Source: an optimization exercise on an open RTL-to-GDS flow (aim: small area, a short achievable clock period and few clock cycles per item). Production flows keep margins and buffers that such runs may drop. At most, simulation tests tie the RTL to the original design; equivalence was not proved. The RTL of run 2 was laid out without a check of its function. Power figures rest on the tool's default switching activity, not on a simulated workload.

$ cat flow/run.sh
#!/bin/bash
# The standard layout, except that the ports get plain buffers
# (sky130_fd_sc_hd__buf_2) instead of the delay cells buffer_ports picks by
# default. make's output goes to standard_flow.log; each ORFS step keeps its
# own log under orfs/logs/.
set -euo pipefail
bash standard.sh "BUFFER_PORTS_ARGS=-buffer_cell sky130_fd_sc_hd__buf_2" finish > standard_flow.log 2>&1
$ cat standard.sh
#!/bin/bash
# synth_recipe.tcl (not shown) runs the flow's synth.tcl, then flattens the netlist and writes it again
# the make line also repeats each setting of config.mk as NAME=value (left out here)
make -C /OpenROAD-flow-scripts/flow DESIGN_CONFIG=/design/flow/config.mk WORK_HOME=/design/flow/orfs CLKGATE_MAP_FILE= SYNTH_SCRIPT=/design/flow/synth_recipe.tcl "${@:-finish}"
$ cat config.mk
export PLATFORM = sky130hd
export DESIGN_NAME = ex_stage
export DESIGN_NICKNAME = ex_stage
export VERILOG_FILES = /design/flow/design.v
export SDC_FILE = /design/flow/constraint.sdc
export NUM_CORES = 4
export LEC_CHECK = 0
export CAP_MARGIN = 20
export CORE_MARGIN = 2
export CORE_UTILIZATION = 40
export SETUP_SLACK_MARGIN = 1.5
export SLEW_MARGIN = 20
$ cat constraint.sdc
create_clock -name core_clock -period 6.5 [get_ports {clk}]
set_input_delay 1.3000 -clock core_clock [delete_from_list [all_inputs] [get_ports {clk}]]
set_output_delay 1.3000 -clock core_clock [all_outputs]
set_load 0.01 [all_outputs]
$ cat design.v
`timescale 1ns/1ps
`default_nettype none
package ex_pkg;
    localparam int XLEN       = 64;  
    localparam int REG_ADDR_W = 5;
    typedef enum logic [4:0] {
        ALU_ADD,
        ALU_SUB,
        ALU_AND,
        ALU_OR,
        ALU_XOR,
        ALU_SLT,
        ALU_SLTU,
        ALU_SLL,
        ALU_SRL,
        ALU_SRA,
        ALU_ADDW,
        ALU_SUBW,
        ALU_BEQ,
        ALU_BNE,
        ALU_BLT,
        ALU_BGE,
        ALU_BLTU,
        ALU_BGEU,
        ALU_JAL,
        ALU_JALR,
        ALU_DIV,
        ALU_DIVU,
        ALU_REM,
        ALU_REMU
    } alu_op_e;
    function automatic is_div_op(input logic [4:0] op);
        is_div_op = op == ex_pkg::ALU_DIV || op == ex_pkg::ALU_DIVU || op == ex_pkg::ALU_REM || op == ex_pkg::ALU_REMU;
    endfunction
    function automatic is_branch_op(input logic [4:0] op);
        is_branch_op = op == ex_pkg::ALU_BEQ || op == ex_pkg::ALU_BNE || op == ex_pkg::ALU_BLT || op == ex_pkg::ALU_BGE ||
               op == ex_pkg::ALU_BLTU || op == ex_pkg::ALU_BGEU;
    endfunction
endpackage
`default_nettype wire
`timescale 1ns/1ps
`default_nettype none
module ex_alu (
    input  wire [4:0]                   op_i,
    input  wire [ex_pkg::XLEN-1:0]      pc_i,
    input  wire [ex_pkg::XLEN-1:0]      op1_i,
    input  wire [ex_pkg::XLEN-1:0]      op2_i,
    input  wire [ex_pkg::XLEN-1:0]      imm_i,
    input  wire                         div_busy_i,
    input  wire                         div_use_rem_i,  
    input  wire [ex_pkg::XLEN-1:0]      div_rem_i,
    input  wire [ex_pkg::XLEN-1:0]      div_b_i,
    input  wire                         shift_i,        
    input  wire                         shift_left_i,   
    input  wire [ex_pkg::XLEN-1:0]      shift_src_i,
    input  wire [5:0]                   shift_amt_i,
    input  wire                         issue_i,
    input  wire                         div_fix_i,      
    input  wire                         div_qshift_i,   
    input  wire                         div_ones_i,     
    input  wire [ex_pkg::XLEN-1:0]      q_i,
    output logic [ex_pkg::XLEN-1:0]     shift_o,
    output logic [ex_pkg::XLEN-1:0]     sum_o,
    output logic                        carry_o,
    output logic [ex_pkg::XLEN-1:0]     wdata_o,
    output logic                        jump_o,
    output logic [ex_pkg::XLEN-1:0]     tgt_o,         
    output logic [ex_pkg::XLEN-1:0]     pc_plus4_o
);
    localparam int XLEN = ex_pkg::XLEN;
    logic            inv_b;
    logic [XLEN-1:0] a_in;
    logic [XLEN-1:0] b_in;
    logic [XLEN-1:0] b_x;
    logic [XLEN+1:0] as_full;
    logic [XLEN-1:0] sum;
    logic            carry;
    logic            lt_u, lt_s, eq;
    logic [XLEN-1:0] x_ab;
    assign inv_b   = div_busy_i | op_i[0] | op_i[2] | op_i[4];
    assign a_in    = (op1_i & {XLEN{!div_busy_i}}) | (div_rem_i & {XLEN{div_use_rem_i}});
    assign b_in    = div_busy_i ? div_b_i : op2_i;
    assign b_x     = b_in ^ {XLEN{inv_b}};
    assign as_full = {1'b0, a_in, 1'b1} + {1'b0, b_x, inv_b};
    assign sum     = as_full[XLEN:1];
    assign carry   = as_full[XLEN+1];
    logic            sgn_diff;
    assign sgn_diff = op1_i[XLEN-1] ^ op2_i[XLEN-1];
    assign lt_u     = !carry;
    assign lt_s     = !carry ^ sgn_diff;
    assign x_ab    = op1_i ^ op2_i;
    assign eq      = x_ab == '0;
    assign sum_o   = sum;
    assign carry_o = carry;
    logic            is_jalr;
    logic [XLEN-1:0] tgt;
    logic [XLEN-1:0] pc_plus4;
    assign is_jalr  = op_i[4] & op_i[1] & op_i[0];
    assign tgt      = (is_jalr ? op1_i : pc_i) + imm_i;
    assign pc_plus4 = {pc_i[XLEN-1:2] + 62'd1, pc_i[1:0]};
    assign tgt_o      = {tgt[XLEN-1:1], tgt[0] & !is_jalr};
    assign pc_plus4_o = pc_plus4;
    logic            sh_left;
    logic            sh_fill;
    logic [5:0]      sh_amt;
    logic [XLEN-1:0] sh_src;
    logic [XLEN-1:0] sh_in;
    logic [XLEN:0]   sh_r;
    logic [XLEN-1:0] sh_out;
    assign sh_left = shift_i ? shift_left_i : op_i == ex_pkg::ALU_SLL;
    assign sh_src  = shift_i ? shift_src_i : op1_i;
    assign sh_amt  = shift_i ? shift_amt_i : op2_i[5:0];
    assign sh_fill = !shift_i && op_i == ex_pkg::ALU_SRA && op1_i[XLEN-1];
    always_comb begin
        for (int i = 0; i < XLEN; i++) sh_in[i] = sh_left ? sh_src[XLEN-1-i] : sh_src[i];
    end
    assign sh_r = $signed({sh_fill, sh_in}) >>> sh_amt;
    always_comb begin
        for (int i = 0; i < XLEN; i++) sh_out[i] = sh_left ? sh_r[XLEN-1-i] : sh_r[i];
    end
    assign shift_o = sh_out;
    logic taken;
    logic taken_c0;    
    logic taken_c1;    
    always_comb begin
        taken_c0 = 1'b0;
        taken_c1 = 1'b0;
        case (op_i)
            ex_pkg::ALU_BEQ:  begin taken_c0 = eq;        taken_c1 = eq;        end
            ex_pkg::ALU_BNE:  begin taken_c0 = !eq;       taken_c1 = !eq;       end
            ex_pkg::ALU_BLT:  begin taken_c0 = !sgn_diff; taken_c1 = sgn_diff;  end
            ex_pkg::ALU_BGE:  begin taken_c0 = sgn_diff;  taken_c1 = !sgn_diff; end
            ex_pkg::ALU_BLTU: begin taken_c0 = 1'b1;      taken_c1 = 1'b0;      end
            ex_pkg::ALU_BGEU: begin taken_c0 = 1'b0;      taken_c1 = 1'b1;      end
            ex_pkg::ALU_JAL, ex_pkg::ALU_JALR: begin taken_c0 = 1'b1; taken_c1 = 1'b1; end
            default: ;
        endcase
        taken = carry ? taken_c1 : taken_c0;
    end
    logic s_sum, s_sumw, s_and, s_or, s_xor, s_slt, s_sltu, s_sh, s_pc4;
    always_comb begin
        s_sum  = div_fix_i;
        s_sumw = 1'b0;
        s_and  = 1'b0;
        s_or   = 1'b0;
        s_xor  = 1'b0;
        s_slt  = 1'b0;
        s_sltu = 1'b0;
        s_sh   = 1'b0;
        s_pc4  = 1'b0;
        if (issue_i) begin
            case (op_i)
                ex_pkg::ALU_ADD, ex_pkg::ALU_SUB:   s_sum  = 1'b1;
                ex_pkg::ALU_AND:                    s_and  = 1'b1;
                ex_pkg::ALU_OR:                     s_or   = 1'b1;
                ex_pkg::ALU_XOR:                    s_xor  = 1'b1;
                ex_pkg::ALU_SLT:                    s_slt  = 1'b1;
                ex_pkg::ALU_SLTU:                   s_sltu = 1'b1;
                ex_pkg::ALU_SLL, ex_pkg::ALU_SRL, ex_pkg::ALU_SRA: s_sh = 1'b1;
                ex_pkg::ALU_ADDW, ex_pkg::ALU_SUBW: s_sumw = 1'b1;
                ex_pkg::ALU_JAL, ex_pkg::ALU_JALR:  s_pc4  = 1'b1;
                default: ;
            endcase
        end
    end
    always_comb begin
        wdata_o = (sum & {XLEN{s_sum}})
                | ({{(XLEN-32){sum[31]}}, sum[31:0]} & {XLEN{s_sumw}})
                | (op1_i & op2_i & {XLEN{s_and}})
                | ((op1_i | op2_i) & {XLEN{s_or}})
                | (x_ab & {XLEN{s_xor}})
                | (sh_out & {XLEN{s_sh}})
                | (pc_plus4 & {XLEN{s_pc4}})
                | ({q_i[XLEN-2:0], carry} & {XLEN{div_qshift_i}})
                | {XLEN{div_ones_i}};
        wdata_o[0] = wdata_o[0] | (lt_s & s_slt) | (lt_u & s_sltu);
        jump_o = taken;
    end
endmodule
`default_nettype wire
`timescale 1ns/1ps
`default_nettype none
module ex_divider (
    input  wire                         clk,
    input  wire                         rst_n_i,
    input  wire                         start_i,
    input  wire [4:0]                   op_i,
    input  wire [ex_pkg::XLEN-1:0]      op1_i,
    input  wire [ex_pkg::XLEN-1:0]      op2_i,
    input  wire [ex_pkg::XLEN-1:0]      q_i,
    input  wire [ex_pkg::XLEN-1:0]      sum_i,      
    input  wire                         carry_i,
    input  wire [ex_pkg::XLEN-1:0]      shift_i,
    input  wire [ex_pkg::XLEN-1:0]      dvs_i,      
    output logic                        busy_o,
    output logic                        use_rem_o,
    output logic [ex_pkg::XLEN-1:0]     b_o,
    output logic                        align_o,
    output logic [ex_pkg::XLEN-1:0]     rem_o,
    output logic [ex_pkg::XLEN-1:0]     dvs_o,      
    output logic [5:0]                  amt_o,
    output logic                        shift_o,    
    output logic                        qshift_o,   
    output logic                        ones_o,     
    output logic                        fix_o,
    output logic                        done_o,
    output logic                        q_we_o
);
    localparam int XLEN = ex_pkg::XLEN;
    logic               busy_q;
    logic               abs1_q;      
    logic               abs2_q;      
    logic               meas_q;
    logic               iter_q;
    logic               last_q;      
    logic               align_q;
    logic [5:0]         amt_q;
    logic               fix_q;
    logic [5:0]         cnt_q;
    logic [XLEN-1:0]    rem_q;
    logic               neg_quo_q;
    logic               neg_rem_q;
    logic               neg_dvs_q;
    logic               want_rem_q;
    logic               is_signed;
    logic               neg1;
    logic               neg2;
    assign is_signed = op_i == ex_pkg::ALU_DIV || op_i == ex_pkg::ALU_REM;
    assign neg1      = is_signed & op1_i[XLEN-1];
    assign neg2      = is_signed & op2_i[XLEN-1];
    function automatic logic [6:0] clz(input logic [XLEN-1:0] x);
        logic        v1 [32]; logic [0:0] c1 [32];
        logic        v2 [16]; logic [1:0] c2 [16];
        logic        v3 [8];  logic [2:0] c3 [8];
        logic        v4 [4];  logic [3:0] c4 [4];
        logic        v5 [2];  logic [4:0] c5 [2];
        logic        v6;      logic [5:0] c6;
        for (int i = 0; i < 32; i++) begin
            v1[i] = x[2*i+1] | x[2*i];
            c1[i] = !x[2*i+1];
        end
        for (int i = 0; i < 16; i++) begin
            v2[i] = v1[2*i+1] | v1[2*i];
            c2[i] = v1[2*i+1] ? {1'b0, c1[2*i+1]} : {1'b1, c1[2*i]};
        end
        for (int i = 0; i < 8; i++) begin
            v3[i] = v2[2*i+1] | v2[2*i];
            c3[i] = v2[2*i+1] ? {1'b0, c2[2*i+1]} : {1'b1, c2[2*i]};
        end
        for (int i = 0; i < 4; i++) begin
            v4[i] = v3[2*i+1] | v3[2*i];
            c4[i] = v3[2*i+1] ? {1'b0, c3[2*i+1]} : {1'b1, c3[2*i]};
        end
        for (int i = 0; i < 2; i++) begin
            v5[i] = v4[2*i+1] | v4[2*i];
            c5[i] = v4[2*i+1] ? {1'b0, c4[2*i+1]} : {1'b1, c4[2*i]};
        end
        v6 = v5[1] | v5[0];
        c6 = v5[1] ? {1'b0, c5[1]} : {1'b1, c5[0]};
        clz = v6 ? {1'b0, c6} : 7'd64;
    endfunction
    logic [6:0]         clz_rem;
    logic [6:0]         clz_dvs;
    logic [6:0]         len_diff;
    logic               dvs_zero;
    logic               no_quo;
    logic               iter;
    logic               need_fix;
    logic               last;
    assign clz_rem  = clz(rem_q);
    assign clz_dvs  = clz(dvs_i);
    assign len_diff = clz_dvs - clz_rem;
    assign dvs_zero = clz_dvs[6];
    assign no_quo   = len_diff[6];           
    assign iter     = iter_q;
    assign need_fix = want_rem_q | neg_quo_q;
    assign last     = last_q;
    logic a_rem_q;
    logic b_rem_q;
    logic b_quo_q;
    logic b_dvs_q;
    assign busy_o    = busy_q;
    assign use_rem_o = a_rem_q;
    assign b_o       = (rem_q & {XLEN{b_rem_q}}) | (q_i & {XLEN{b_quo_q}}) | (dvs_i & {XLEN{b_dvs_q}});
    assign q_we_o = busy_q & !(fix_q & !want_rem_q & !neg_quo_q);
    assign align_o   = align_q;
    assign rem_o     = rem_q;
    assign amt_o     = amt_q;
    assign done_o    = fix_q | (last & !need_fix);
    assign shift_o  = align_q | iter;
    assign qshift_o = iter;
    assign ones_o   = meas_q & dvs_zero;
    assign fix_o    = fix_q;
    logic abs1_d, abs2_d, meas_d, align_d, fix_d, iter_d;
    logic busy_d;
    assign busy_d = start_i | (busy_q & !done_o);
    always_comb begin
        if (start_i) begin
            abs1_d  = neg1;
            abs2_d  = !neg1 & neg2;
            meas_d  = !neg1 & !neg2;
            align_d = 1'b0;
            fix_d   = 1'b0;
            iter_d  = 1'b0;
        end else begin
            abs1_d  = 1'b0;
            abs2_d  = abs1_q & neg_dvs_q;
            meas_d  = (abs1_q & !neg_dvs_q) | abs2_q;
            align_d = meas_q & !(dvs_zero | no_quo);
            fix_d   = (meas_q & (dvs_zero | no_quo)) | (last & need_fix);
            iter_d  = align_q | (iter & !last);
        end
    end
    always_ff @(posedge clk) begin
        if (!rst_n_i) begin
            busy_q  <= 1'b0;
            abs1_q  <= 1'b0;
            abs2_q  <= 1'b0;
            meas_q  <= 1'b0;
            align_q <= 1'b0;
            fix_q   <= 1'b0;
            iter_q  <= 1'b0;
            last_q  <= 1'b0;
            a_rem_q <= 1'b0;
            b_rem_q <= 1'b0;
            b_quo_q <= 1'b0;
            b_dvs_q <= 1'b0;
        end else begin
            busy_q  <= busy_d;
            abs1_q  <= abs1_d;
            abs2_q  <= abs2_d;
            meas_q  <= meas_d;
            align_q <= align_d;
            fix_q   <= fix_d;
            iter_q  <= iter_d;
            last_q  <= !start_i & ((align_q & cnt_q == 6'd0) | (iter & cnt_q == 6'd1));
            a_rem_q <= iter_d | (busy_d & !abs1_d & !abs2_d & want_rem_q & !neg_rem_q);
            b_rem_q <= abs1_d | (busy_d & !iter_d & !abs2_d & want_rem_q & neg_rem_q);
            b_quo_q <= busy_d & !iter_d & !abs1_d & !abs2_d & !want_rem_q;
            b_dvs_q <= iter_d | abs2_d;
        end
    end
    always_comb begin
        if (start_i)      dvs_o = op2_i;
        else if (abs2_q)  dvs_o = sum_i;
        else if (align_q | iter) dvs_o = shift_i;     
        else              dvs_o = dvs_i;
    end
    always_ff @(posedge clk) begin
        if (start_i) begin
            rem_q      <= op1_i;
            neg_quo_q  <= neg1 ^ neg2;
            neg_rem_q  <= neg1;
            neg_dvs_q  <= neg2;
            want_rem_q <= op_i == ex_pkg::ALU_REM || op_i == ex_pkg::ALU_REMU;
        end else if (abs1_q) begin
            rem_q <= sum_i;
        end else if (meas_q) begin
            amt_q <= len_diff[5:0];
            cnt_q <= len_diff[5:0];
            if (dvs_zero) neg_quo_q <= 1'b0;    
        end else if (align_q) begin
            amt_q <= 6'd1;                       
        end else if (iter) begin
            if (carry_i) rem_q <= sum_i;
            cnt_q <= cnt_q - 1'b1;
        end
    end
endmodule
`default_nettype wire
`timescale 1ns/1ps
`default_nettype none
module ex_credit_counter (
    input  wire     clk,
    input  wire     rst_n_i,
    input  wire     send_i,
    input  wire     credit_i,
    output logic    can_send_o,    
    output logic    keep_o           
);
    logic [1:0] count_q;
    logic [1:0] count_d;
    always_comb begin
        count_d = count_q;
        if (send_i && !credit_i)      count_d = count_q - 2'd1;
        else if (credit_i && !send_i) count_d = count_q + 2'd1;
    end
    always_ff @(posedge clk) begin
        if (!rst_n_i) count_q <= 2'd2;
        else          count_q <= count_d;
    end
    assign can_send_o      = count_q != 2'd0;
    assign keep_o          = count_q[1] | (count_q[0] & !send_i);
endmodule
`default_nettype wire
`timescale 1ns/1ps
`default_nettype none
module ex_stage (
    input  wire                                 clk,
    input  wire                                 rst_n_i,
    input  wire                                 in_valid_i,
    input  wire [4:0]                           in_op_i,
    input  wire [ex_pkg::XLEN-1:0]              in_pc_i,
    input  wire [ex_pkg::XLEN-1:0]              in_op1_i,
    input  wire [ex_pkg::XLEN-1:0]              in_op2_i,
    input  wire [ex_pkg::XLEN-1:0]              in_imm_i,
    input  wire [ex_pkg::REG_ADDR_W-1:0]        in_rd_i,
    input  wire                                 res_credit_i,
    output logic                                in_credit_o,
    output logic                                out_valid_o,
    output logic [ex_pkg::XLEN-1:0]             out_wdata_o,
    output logic [ex_pkg::REG_ADDR_W-1:0]       out_rd_o,
    output logic                                out_jump_o,
    output logic [ex_pkg::XLEN-1:0]             out_jump_addr_o
);
    localparam int XLEN = ex_pkg::XLEN;
    logic                           res_valid_q;
    logic [XLEN-1:0]                res_wdata_q;
    logic [ex_pkg::REG_ADDR_W-1:0]  res_rd_q;
    logic                           res_jump_q;
    logic [XLEN-1:0]                res_tgt_q;
    logic [XLEN-1:0]                res_pc4_q;
    logic                           issuer_credit_q;
    logic [XLEN-1:0]                alu_wdata;
    logic                           alu_jump;
    logic [XLEN-1:0]                alu_tgt;
    logic [XLEN-1:0]                alu_pc4;
    logic [XLEN-1:0]                shift_res;
    logic [XLEN-1:0]                alu_sum;
    logic                           alu_carry;
    logic                           div_use_rem;
    logic                           div_q_we;
    logic [XLEN-1:0]                div_b;
    logic                           in_div;
    logic                           alu_issue;
    logic                           div_start;
    logic                           div_busy;
    logic                           div_align;
    logic [XLEN-1:0]                div_dvs;
    logic [5:0]                     div_amt;
    logic                           div_done;
    logic                           div_shift;
    logic                           div_qshift;
    logic                           div_ones;
    logic                           div_fix;
    logic [XLEN-1:0]                div_rem;
    logic                           can_send;
    logic                           credit_keep;
    logic                           send;
    logic                           div_free;
    logic                           res_leaves;
    assign in_div    = in_op_i[4] & in_op_i[2];     
    assign alu_issue = in_valid_i & !in_div;
    assign div_start = in_valid_i & in_div;
    ex_alu u_alu (
        .op_i          (in_op_i),
        .pc_i          (in_pc_i),
        .op1_i         (in_op1_i),
        .op2_i         (in_op2_i),
        .imm_i         (in_imm_i),
        .div_busy_i    (div_busy),
        .div_use_rem_i (div_use_rem),
        .div_rem_i     (div_rem),
        .div_b_i       (div_b),
        .shift_i       (div_shift),
        .shift_left_i  (div_align),
        .shift_src_i   (res_tgt_q),
        .shift_amt_i   (div_amt),
        .issue_i       (in_valid_i),
        .div_fix_i     (div_fix),
        .div_qshift_i  (div_qshift),
        .div_ones_i    (div_ones),
        .q_i           (res_wdata_q),
        .shift_o       (shift_res),
        .sum_o         (alu_sum),
        .carry_o       (alu_carry),
        .wdata_o       (alu_wdata),
        .jump_o        (alu_jump),
        .tgt_o         (alu_tgt),
        .pc_plus4_o    (alu_pc4)
    );
    ex_divider u_divider (
        .clk       (clk),
        .rst_n_i   (rst_n_i),
        .start_i   (div_start),
        .op_i      (in_op_i),
        .op1_i     (in_op1_i),
        .op2_i     (in_op2_i),
        .q_i       (res_wdata_q),
        .sum_i     (alu_sum),
        .carry_i   (alu_carry),
        .shift_i   (shift_res),
        .dvs_i     (res_tgt_q),
        .busy_o    (div_busy),
        .use_rem_o (div_use_rem),
        .b_o       (div_b),
        .align_o   (div_align),
        .rem_o     (div_rem),
        .dvs_o     (div_dvs),
        .amt_o     (div_amt),
        .shift_o   (div_shift),
        .qshift_o  (div_qshift),
        .ones_o    (div_ones),
        .fix_o     (div_fix),
        .done_o    (div_done),
        .q_we_o    (div_q_we)
    );
    ex_credit_counter u_credit (
        .clk             (clk),
        .rst_n_i         (rst_n_i),
        .send_i          (send),
        .credit_i        (res_credit_i),
        .can_send_o      (can_send),
        .keep_o          (credit_keep)
    );
    assign send = res_valid_q & can_send;
    always_ff @(posedge clk) begin
        if (!rst_n_i) begin
            res_valid_q <= 1'b0;
        end else if (alu_issue | div_done) begin
            res_valid_q <= 1'b1;
        end else if (send) begin
            res_valid_q <= 1'b0;
        end
    end
    always_ff @(posedge clk) begin
        if (in_valid_i) begin
            res_rd_q   <= in_rd_i;
            res_jump_q <= alu_jump;
            res_pc4_q  <= alu_pc4;
        end
        if (alu_issue) begin
            res_tgt_q  <= alu_tgt;
        end else if (div_start | div_busy) begin
            res_tgt_q  <= div_dvs;
        end
        if (in_valid_i | div_q_we) begin
            res_wdata_q <= alu_wdata;
        end
    end
    assign div_free    = !(div_busy & !div_done);
    assign res_leaves  = !(div_done | (res_valid_q & !send));
    assign in_credit_o = div_free & (in_valid_i ? (!in_div & (credit_keep | res_credit_i))
                                                : (!issuer_credit_q & (res_leaves | credit_keep | res_credit_i)));
    always_ff @(posedge clk) begin
        if (!rst_n_i) issuer_credit_q <= 1'b1;
        else          issuer_credit_q <= (issuer_credit_q & !in_valid_i) | in_credit_o;
    end
    assign out_valid_o     = send;
    assign out_wdata_o     = res_wdata_q;
    assign out_rd_o        = res_rd_q;
    assign out_jump_o      = res_jump_q;
    assign out_jump_addr_o = res_jump_q ? res_tgt_q : res_pc4_q;
endmodule
`default_nettype wire
==> run summary, run 1 <==
dpl hpwl 204.1 mm; total negative setup slack 0 ps; clock tree from TritonCTS built; RSZ-0062 raised after global routing true; mux share of post-synthesis cell area 7.607%; crit-path max FO 16; drt pass-1 iters 13; cell row count 113; I/O pin cnt 406; DRC 0; CTS clock-pin slew for the worst setup and hold paths 70 ps; NumNets Final 6,008; max_cap viols 0; critical path capture point type flop; area of the multi-input gates 0.02906 sq mm; Post-Synthesis Cells 4,998; wire length per cell 39.31 um; Final Max Slew Viols 0; Design Power 10,310 uW; Final setup viols 0; outcome finished clean; ys async rst share 0%; Slew @ Worst Pin 1329 ps; drt total wl 266.5 mm; Starting Density 40.38%; layout cells sized above 1 23.22%; post-synthesis simple-gate area fraction 18.34%; clk buf depth 3; post-route ant nets 0; via count 48,400; most common cell after layout, fill and taps aside nand2_1; Placer Congestion 1.084; Peak VDD IR 196.7 uV; Port Buf Inserts 405; post-synthesis area per instance 7.688 sq um; fillcell total 9,468; Hold/Removal Path Class flop to flop; relative slew slack 10.58%; clock sink total 294; cts hold-fix bufs 0; Final min period 5085 ps; die width 313.9 um; clock skew 26.28 ps; Mapped Area 0.03842 sq mm; Die Y 313.9 um; Yosys cell types 99; Worst Setup Start Kind input pin; Max Fclk 196.7 MHz; final worst path period share 78.23%; Post-synth EDFFs 278; largest family of logic cells by synthesized area compound AO/OA/AOI/OAI gates; routed vias/inst 7.139; CP Class input pin to flop; Synth Flop Type edfxtp_1; total CTS buffers 42; Ys Warns 24; vias in the first global route 43,460; Power Dens Cells 217.8 mW/mm^2; Seq/Total Area, Yosys 22.56%; register area 0.008687 sq mm; initial DRC count 8,622; Std-Cell Core Area 0.09515 sq mm; die area 0.09856 sq mm; adder-cell share of the synthesized area 8.798%; Synth Area in XOR/XNOR 5.881%; area grow syn2layout 23.16%; Final Hold Viols 0; CP Data Arrival Time 5570 ps; All-Layer GR Usage 51.11%; commonest non-fill, non-tap cells in the layout nand2_1 (575), o21ai_0 (442), nor2_1 (427), buf_2 (400), a21oi_1 (348); Req. time, crit path 6980 ps; GR Overflow Total 0; Worst-Skew Late Latency 650 ps; antenna violations before repair 26; root cell of the clock tree clkbuf_16; first-pass GRT wire length 353.0 mm; Pleak 0.01889 uW; H-Tree Depth 2; largest net degree at the start of global routing 133; Compound-Gate Fraction of Synth Area 30.85%; synthesized net count 5,537; synthesis-stage register bit count 294
[path summary, 6_finish.rpt]
check	startpoint	to	slack (ps)	cells past startpoint
worst max-delay path	in_op_i[3]	res_tgt_q[7]$_DFFE_PP_	1420	15
worst min-delay path	u_divider.cnt_q[5]$_DFFE_PP_	u_divider.last_q$_SDFF_PN0_	460	1
worst max register to register	res_tgt_q[48]$_DFFE_PP_	u_divider.fix_q$_SDFF_PP0_	1430	16
worst min register to register	u_divider.cnt_q[5]$_DFFE_PP_	u_divider.last_q$_SDFF_PN0_	460	1
[cell usage after synthesis, types with 51 or more instances]
cell | instances | area share, %
ha_1 | 267 | 8.7
mux2_2 | 103 | 3.0
a21o_1 | 97 | 1.9
a21oi_1 | 393 | 5.1
mux2i_1 | 142 | 3.7
a221oi_1 | 87 | 2.0
clkbuf_1 | 264 | 2.6
a22oi_1 | 51 | 1.0
a222oi_1 | 95 | 2.5
nor4_1 | 71 | 1.2
edfxtp_1 | 278 | 22
xnor2_1 | 180 | 4.1
nand2_1 | 593 | 5.8
nand4_1 | 61 | 0.99
nor2_1 | 446 | 4.4
a31oi_1 | 59 | 0.96
buf_2 | 59 | 0.77
nand3_1 | 91 | 1.2
inv_1 | 198 | 1.9
nor3_1 | 93 | 1.2
a211oi_1 | 74 | 1.4
o21ai_0 | 466 | 6.1
xor2_1 | 78 | 1.8
o211ai_1 | 66 | 1.3
[per-stage QoR]
| stage | util (%) | hold WS [ps] | cell area (sq um) | std cells | setup WS, ps |
|---|---|---|---|---|---|
| after global routing | 49.71 | 480.1 | 47300 | 6769 | 1401 |
| after detailed placement | 45.50 | 464.7 | 43290 | 6581 | 203.0 |
| after global placement | 45.50 | 449.4 | 43290 | 6581 | 268.2 |
| after CTS | 47.97 | 465.6 | 45640 | 6699 | 1478 |
| after floorplan | - | 441.0 | 38720 | 4998 | 995.5 |
| final | 49.73 | 464.3 | 47320 | 6779 | 1415 |
[state kept, by name, summed over array words and instances (netlist names), 2 cells and up]
| name | count |
|---|---|
| res_pc4_q | 64 |
| res_tgt_q | 64 |
| res_wdata_q | 64 |
| u_divider.rem_q | 64 |
| u_divider.amt_q | 6 |
| u_divider.cnt_q | 6 |
| res_rd_q | 5 |
| u_credit.count_q | 2 |
[cells by family (layout without fill, tap and decap cells)]
logic type,after synthesis,after routing
AOI/OAI and AO/OA,1786,1786
xor gates and xnor gates,258,258
adders and majority gates,269,269
buffers and inverters,575,1080
DFF,294,294
muxes,261,261
other,0,11
and+or+nand+nor,1555,1555
[critical path, stage by stage]
cell and delay (ps):
buf_2 230, and3b_2 380, buf_12 220, buf_4 160, a41oi_1 850, o31ai_1 280
a22oi_1 390, o211a_1 260, o22ai_1 90, a211oi_1 370, a221o_1 240, mux2i_1 130
buf_4 210, mux2_2 280, o21ai_1 140
[layout make-up]
type,count,area share [%]
repair buffers,800,12.31
inverters,202,1.608
clock inverters,24,0.5579
clock buffers,54,2.361
multi-input cells,4129,61.40
diodes,11,0.05817
well taps,1265,3.345
flip-flops and latches,294,18.36
[where the power goes]
| group | switching [uW] | total, uW | internal (uW) |
|---|---|---|---|
| Clock | 1100 | 2490 | 1390 |
| Combinational | 3340 | 5160 | 1820 |
| Sequential | 321 | 2660 | 2340 |
[per-layer routing]
| layer | global-route usage (%) | share of wire [%] | vias to the layer above |
|---|---|---|---|
| met5 | 0 | 0.075 | - |
| met4 | 33.45 | 8.4 | 30 |
| met3 | 20.85 | 16 | 987 |
| met2 | 70.94 | 39 | 4188 |
| met1 | 64.75 | 37 | 23290 |
| li1 | - | - | 19910 |
[timing repair]
item | in CTS | in global routing
endpoints found under the hold margin | 0 | 0
setup buffers | 36 | 57
endpoints found under the setup margin | 158 | 178
pin swaps | 20 | 94
resized for setup | 123 | 187
gates cloned | 4 | 11
Testbench counts, summed over its fixed seeds: cycles 6,413, items 3,200.
==> inputs of run 2 (changes only) <==
--- a/design.v
+++ b/design.v
@@ -50,6 +50,7 @@
     input  wire                         div_use_rem_i,  
     input  wire [ex_pkg::XLEN-1:0]      div_rem_i,
     input  wire [ex_pkg::XLEN-1:0]      div_b_i,
+    input  wire                         div_add_i,      
     input  wire                         shift_i,        
     input  wire                         shift_left_i,   
     input  wire [ex_pkg::XLEN-1:0]      shift_src_i,
@@ -81,7 +82,7 @@
     assign a_in    = (op1_i & {XLEN{!div_busy_i}}) | (div_rem_i & {XLEN{div_use_rem_i}});
     assign b_in    = div_busy_i ? div_b_i : op2_i;
     assign b_x     = b_in ^ {XLEN{inv_b}};
-    assign as_full = {1'b0, a_in, 1'b1} + {1'b0, b_x, inv_b};
+    assign as_full = {1'b0, a_in, 1'b1} + {1'b0, b_x, inv_b & !div_add_i};
     assign sum     = as_full[XLEN:1];
     assign carry   = as_full[XLEN+1];
     logic            sgn_diff;
@@ -195,6 +196,7 @@
     output logic                        busy_o,
     output logic                        use_rem_o,
     output logic [ex_pkg::XLEN-1:0]     b_o,
+    output logic                        add_o,      
     output logic                        align_o,
     output logic [ex_pkg::XLEN-1:0]     rem_o,
     output logic [ex_pkg::XLEN-1:0]     dvs_o,      
@@ -216,6 +218,8 @@
     logic               align_q;
     logic [5:0]         amt_q;
     logic               fix_q;
+    logic               corr_q;      
+    logic               rem_neg_q;   
     logic [5:0]         cnt_q;
     logic [XLEN-1:0]    rem_q;
     logic               neg_quo_q;
@@ -279,9 +283,12 @@
     logic b_rem_q;
     logic b_quo_q;
     logic b_dvs_q;
+    logic b_ndvs_q;
     assign busy_o    = busy_q;
     assign use_rem_o = a_rem_q;
-    assign b_o       = (rem_q & {XLEN{b_rem_q}}) | (q_i & {XLEN{b_quo_q}}) | (dvs_i & {XLEN{b_dvs_q}});
+    assign b_o       = (rem_q & {XLEN{b_rem_q}}) | (q_i & {XLEN{b_quo_q}})
+                     | (dvs_i & {XLEN{b_dvs_q}}) | (~dvs_i & {XLEN{b_ndvs_q}});
+    assign add_o     = b_ndvs_q;
     assign q_we_o = busy_q & !(fix_q & !want_rem_q & !neg_quo_q);
     assign align_o   = align_q;
     assign rem_o     = rem_q;
@@ -291,8 +298,11 @@
     assign qshift_o = iter;
     assign ones_o   = meas_q & dvs_zero;
     assign fix_o    = fix_q;
-    logic abs1_d, abs2_d, meas_d, align_d, fix_d, iter_d;
+    logic abs1_d, abs2_d, meas_d, align_d, fix_d, iter_d, corr_d;
     logic busy_d;
+    logic rem_neg_d;    
+    logic end_neg;      
+    assign end_neg = last & !carry_i;
     assign busy_d = start_i | (busy_q & !done_o);
     always_comb begin
         if (start_i) begin
@@ -302,15 +312,22 @@
             align_d = 1'b0;
             fix_d   = 1'b0;
             iter_d  = 1'b0;
+            corr_d  = 1'b0;
         end else begin
             abs1_d  = 1'b0;
             abs2_d  = abs1_q & neg_dvs_q;
             meas_d  = (abs1_q & !neg_dvs_q) | abs2_q;
             align_d = meas_q & !(dvs_zero | no_quo);
-            fix_d   = (meas_q & (dvs_zero | no_quo)) | (last & need_fix);
+            corr_d  = end_neg & want_rem_q;
+            fix_d   = (meas_q & (dvs_zero | no_quo)) | (last & need_fix & !corr_d) | corr_q;
             iter_d  = align_q | (iter & !last);
         end
     end
+    always_comb begin
+        if (iter)                            rem_neg_d = !carry_i;
+        else if (start_i | abs1_q | corr_q) rem_neg_d = 1'b0;
+        else                                 rem_neg_d = rem_neg_q;
+    end
     always_ff @(posedge clk) begin
         if (!rst_n_i) begin
             busy_q  <= 1'b0;
@@ -319,12 +336,14 @@
             meas_q  <= 1'b0;
             align_q <= 1'b0;
             fix_q   <= 1'b0;
+            corr_q  <= 1'b0;
             iter_q  <= 1'b0;
             last_q  <= 1'b0;
             a_rem_q <= 1'b0;
             b_rem_q <= 1'b0;
             b_quo_q <= 1'b0;
             b_dvs_q <= 1'b0;
+            b_ndvs_q <= 1'b0;
         end else begin
             busy_q  <= busy_d;
             abs1_q  <= abs1_d;
@@ -332,21 +351,24 @@
             meas_q  <= meas_d;
             align_q <= align_d;
             fix_q   <= fix_d;
+            corr_q  <= corr_d;
             iter_q  <= iter_d;
             last_q  <= !start_i & ((align_q & cnt_q == 6'd0) | (iter & cnt_q == 6'd1));
-            a_rem_q <= iter_d | (busy_d & !abs1_d & !abs2_d & want_rem_q & !neg_rem_q);
-            b_rem_q <= abs1_d | (busy_d & !iter_d & !abs2_d & want_rem_q & neg_rem_q);
-            b_quo_q <= busy_d & !iter_d & !abs1_d & !abs2_d & !want_rem_q;
-            b_dvs_q <= iter_d | abs2_d;
+            a_rem_q <= iter_d | corr_d | (busy_d & !abs1_d & !abs2_d & want_rem_q & !neg_rem_q);
+            b_rem_q <= abs1_d | (busy_d & !iter_d & !corr_d & !abs2_d & want_rem_q & neg_rem_q);
+            b_quo_q <= busy_d & !iter_d & !corr_d & !abs1_d & !abs2_d & !want_rem_q;
+            b_dvs_q <= (iter_d & !rem_neg_d) | abs2_d;
+            b_ndvs_q <= (iter_d & rem_neg_d) | corr_d;
         end
     end
     always_comb begin
         if (start_i)      dvs_o = op2_i;
         else if (abs2_q)  dvs_o = sum_i;
-        else if (align_q | iter) dvs_o = shift_i;     
+        else if (align_q | (iter & !last)) dvs_o = shift_i;     
         else              dvs_o = dvs_i;
     end
     always_ff @(posedge clk) begin
+        rem_neg_q <= rem_neg_d;
         if (start_i) begin
             rem_q      <= op1_i;
             neg_quo_q  <= neg1 ^ neg2;
@@ -362,8 +384,10 @@
         end else if (align_q) begin
             amt_q <= 6'd1;                       
         end else if (iter) begin
-            if (carry_i) rem_q <= sum_i;
+            rem_q <= sum_i;
             cnt_q <= cnt_q - 1'b1;
+        end else if (corr_q) begin
+            rem_q <= sum_i;
         end
     end
 endmodule
@@ -431,6 +455,7 @@
     logic                           div_use_rem;
     logic                           div_q_we;
     logic [XLEN-1:0]                div_b;
+    logic                           div_add;
     logic                           in_div;
     logic                           alu_issue;
     logic                           div_start;
@@ -462,6 +487,7 @@
         .div_use_rem_i (div_use_rem),
         .div_rem_i     (div_rem),
         .div_b_i       (div_b),
+        .div_add_i     (div_add),
         .shift_i       (div_shift),
         .shift_left_i  (div_align),
         .shift_src_i   (res_tgt_q),
@@ -494,6 +520,7 @@
         .busy_o    (div_busy),
         .use_rem_o (div_use_rem),
         .b_o       (div_b),
+        .add_o     (div_add),
         .align_o   (div_align),
         .rem_o     (div_rem),
         .dvs_o     (div_dvs),
--- a/config.mk
+++ b/config.mk
@@ -5,8 +5,8 @@
 export SDC_FILE = /design/flow/constraint.sdc
 export NUM_CORES = 4
 export LEC_CHECK = 0
-export CAP_MARGIN = 20
+export CAP_MARGIN = 40
 export CORE_MARGIN = 2
 export CORE_UTILIZATION = 40
-export SETUP_SLACK_MARGIN = 1.5
+export SETUP_SLACK_MARGIN = 1.2
 export SLEW_MARGIN = 20
==> run summary, run 2 <==
outcome finished clean; Post-synth top cells nand2_1 (614), a21oi_1 (497), o21ai_0 (401); dpl cells 6,934; GR Overflow Total 0; Slew @ Worst Pin 988.4 ps; Seq/Total Area, Yosys 21.61%; total CTS buffers 43; clock sink total 297; Synth area leaders edfxtp_1 (21%), ha_1 (8.3%), a21oi_1 (6.2%), nand2_1 (5.7%), mux2i_1 (5.5%); count leader, synth nand2_1; crit-path max FO 15; final worst path period share 83.58%; Post-Synthesis Cells 5,258; Hold/Removal Path Class flop to flop; Worst setup startpoint in_op_i[0]; relative slew slack 33.66%; reg2reg start res_tgt_q[28]$_DFFE_PP_; R2R cell count 17; DRC 0; Synth Flop Type edfxtp_1; Worst R2R End u_divider.fix_q$_SDFF_PP0_; cts hold-fix bufs 0; Max Fclk 184.1 MHz; dpl hpwl 217.1 mm; Final Instance Area 0.04816 sq mm; CP Data Arrival Time 5820 ps; Std-Cell Core Area 0.1001 sq mm; cell taking the most area after synthesis edfxtp_1; clock skew 51.58 ps; Final Max Slew Viols 0; commonest non-fill, non-tap cells in the layout nand2_1 (608), a21oi_1 (489), buf_2 (411), buf_4 (401), o21ai_0 (390); post-synthesis area per instance 7.682 sq um; most common cell after layout, fill and taps aside nand2_1; Combinational Power Share 51.6%; All-Layer GR Usage 50.86%; Starting Density 40.33%; Worst Setup Start Kind input pin; ys async rst share 0%; antenna violations before repair 30; vias in the first global route 46,280; first-pass GRT wire length 371.3 mm; NumNets Final 6,247; P_sw 4906 uW; die area 0.1035 sq mm; initial DRC count 8,768; Mapped Area 0.04039 sq mm; area grow syn2layout 19.23%; Ys Warns 24; via count 50,460; top routing layer in use met5; root cell of the clock tree clkbuf_16; critical path capture point type flop; clk buf depth 3; WL met2 105.9 mm; DP Area 0.04602 sq mm; Worst R2R Setup Slack 1150 ps; Met1 Wirelength 102.9 mm; Internal Power 5573 uW; synthesis-stage register bit count 297; Final min period 5432 ps; clock tree from TritonCTS built; Req. time, crit path 6890 ps; die width 321.8 um; Final setup viols 0; Final Hold Viols 0; Finished Layout Cells 7,055; met3 wire length 41.14 mm; Post-synth EDFFs 278; post-route ant nets 0; RSZ-0062 raised after global routing true; drt total wl 274.2 mm; Peak VDD IR 176.4 uV; Pleak 0.02016 uW; Clk pwr share 23.2%; Placer Congestion 1.156; Yosys top cell area share 20.67%; layout cells sized above 1 20.98%; drt pass-1 iters 9; synthesized net count 5,798; max_cap viols 0; routed vias/inst 7.152; largest net degree at the start of global routing 127; Die Y 321.8 um; wire length per cell 38.86 um; CTS clock-pin slew for the worst setup and hold paths 60 ps; Port Buf Inserts 405; share of power burned in registers 25.2%; Yosys cell types 100; CP Class input pin to flop; Sw Ratio 46.82%; fillcell total 10,090; CP endpoint res_tgt_q[32]$_DFFE_PP_; I/O pin cnt 406; H-Tree Depth 2; Worst-Skew Late Latency 650 ps; Power Dens Cells 217.6 mW/mm^2; cell row count 116
[run 2: changes by cell type in the layout (fill, tap and decap cells not counted), moves of 68 or more]
cell and delta:
a21oi_1 +141, a22oi_1 +115, a222oi_1 -86, nor2_1 -85, mux2i_1 +76, buf_4 +68
[run 2: layout make-up]
cell class              count  area (sq um)  area share [%]
diodes                     17         42.54         0.08833
flip-flops and latches    297          8751           18.17
clock inverters            22         152.6          0.3169
multi-input cells        4305         29790           61.86
repair buffers            855          5827           12.10
inverters                 205         772.0           1.603
clock buffers              56          1199           2.489
well taps                1298          1624           3.372
[run 2: routing by layer]
layer  global-route usage (%)  vias to the layer above
li1                         -                    20790
met1                    65.52                    24270
met2                    69.46                     4390
met3                    19.02                      984
met4                    35.30                       30
met5                        0                        -
[run 2: cells by family (layout without fill, tap and decap cells)]
kind of cell               Yosys count  in the layout  synth area share, %
AOI/OAI and AO/OA                 1974           1974                32.46
xor gates and xnor gates           250            250                5.421
adders and majority gates          270            270                8.419
buffers and inverters              657           1138                6.564
DFF                                297            297                21.61
muxes                              328            328                8.822
other                                0             17                    0
and+or+nand+nor                   1482           1483                16.70
[run 2: through the flow]
step / hold slack (ps) / TNS, ps / utilization [%] / setup WS (ps) / power, uW
floorplan: 440.2 / 0 / - / 1211 / 5248
finish: 481.4 / 0 / 48.09 / 1068 / 10480
detailed placement: 470.0 / -663.3 / 45.95 / -160.9 / 7645
global placement: 460.0 / -276.7 / 45.70 / -103.8 / 7650
CTS: 478.7 / 0 / 47.51 / 1192 / 10060
global route: 509.2 / 0 / 48.07 / 1073 / 10660
[run 2: power by group through the flow]
| stage | Sequential (uW) | Combinational (uW) | Clock, uW |
|---|---|---|---|
| detailed placement | 2660 | 4990 | 0 |
| global placement | 2660 | 4990 | 0 |
| CTS | 2620 | 5050 | 2390 |
| global route | 2640 | 5560 | 2450 |
| finish | 2640 | 5410 | 2430 |
| floorplan | 2510 | 2740 | 0 |
[run 2: worst min path at each step]
stage | start | endpoint | cells past startpoint
floorplan | u_divider.cnt_q[5]$_DFFE_PP_ | u_divider.last_q$_SDFF_PN0_ | 1
global placement | u_divider.cnt_q[5]$_DFFE_PP_ | u_divider.last_q$_SDFF_PN0_ | 1
detailed placement | u_divider.cnt_q[5]$_DFFE_PP_ | u_divider.last_q$_SDFF_PN0_ | 1
CTS | u_divider.cnt_q[5]$_DFFE_PP_ | u_divider.last_q$_SDFF_PN0_ | 1
global route | u_divider.cnt_q[5]$_DFFE_PP_ | u_divider.last_q$_SDFF_PN0_ | 1
finish | u_divider.cnt_q[5]$_DFFE_PP_ | u_divider.last_q$_SDFF_PN0_ | 1
[run 2: repair_timing]
| action | in CTS | in global routing |
|---|---|---|
| endpoints found under the setup margin | 77 | 62 |
| buffers inserted | 7 | 14 |
| resized for setup | 29 | 83 |
| pin swaps | 9 | 22 |
| cloned | 0 | 2 |
[run 2: worst max-delay path: stages]
cell	delay (ps)
buf_2	270
buf_4	270
and3b_2	490
a21oi_2	90
buf_4	260
mux2i_1	330
a32oi_1	180
buf_4	220
mux2i_1	500
mux2i_1	290
a22oi_1	320
a21oi_1	100
buf_4	200
a21oi_1	240
buf_4	220
mux2i_1	80
a222oi_1	420

separate check: timing with driven ports:
How much do the figures lean on ideal ports? The routed layouts below were timed once more, with nothing changed but the port constraints.
Step 1, drivers: a clkbuf_16 drives clk and a buf_2 each remaining input, both assumed.
Step 2 adds t to the input delays and takes it off the output delays; t is the mean of the earliest and latest rising clock arrival at the registers after step 1. Input paths then give back, and output paths get back, about the clock's delay inside the block.
Slacks: no drivers / after step 1 / after step 2; pairs: no drivers / after step 1.
run | shift t [ns] | setup slack, ns | hold WS [ns] | worst register clock-pin slew, ns
run 1 | 0.710 | 1.415 / 1.432 / 0.748 | 0.464 / 0.464 / 0.464 | 0.07 / 0.07
run 2 | 0.702 | 1.068 / 1.118 / 0.416 | 0.481 / 0.481 / 0.481 | 0.07 / 0.07
After both steps every run listed still meets setup and hold. The setup slack of run 1, which loses most, moves by +0.017 ns with the drivers and by -0.667 ns with both steps.
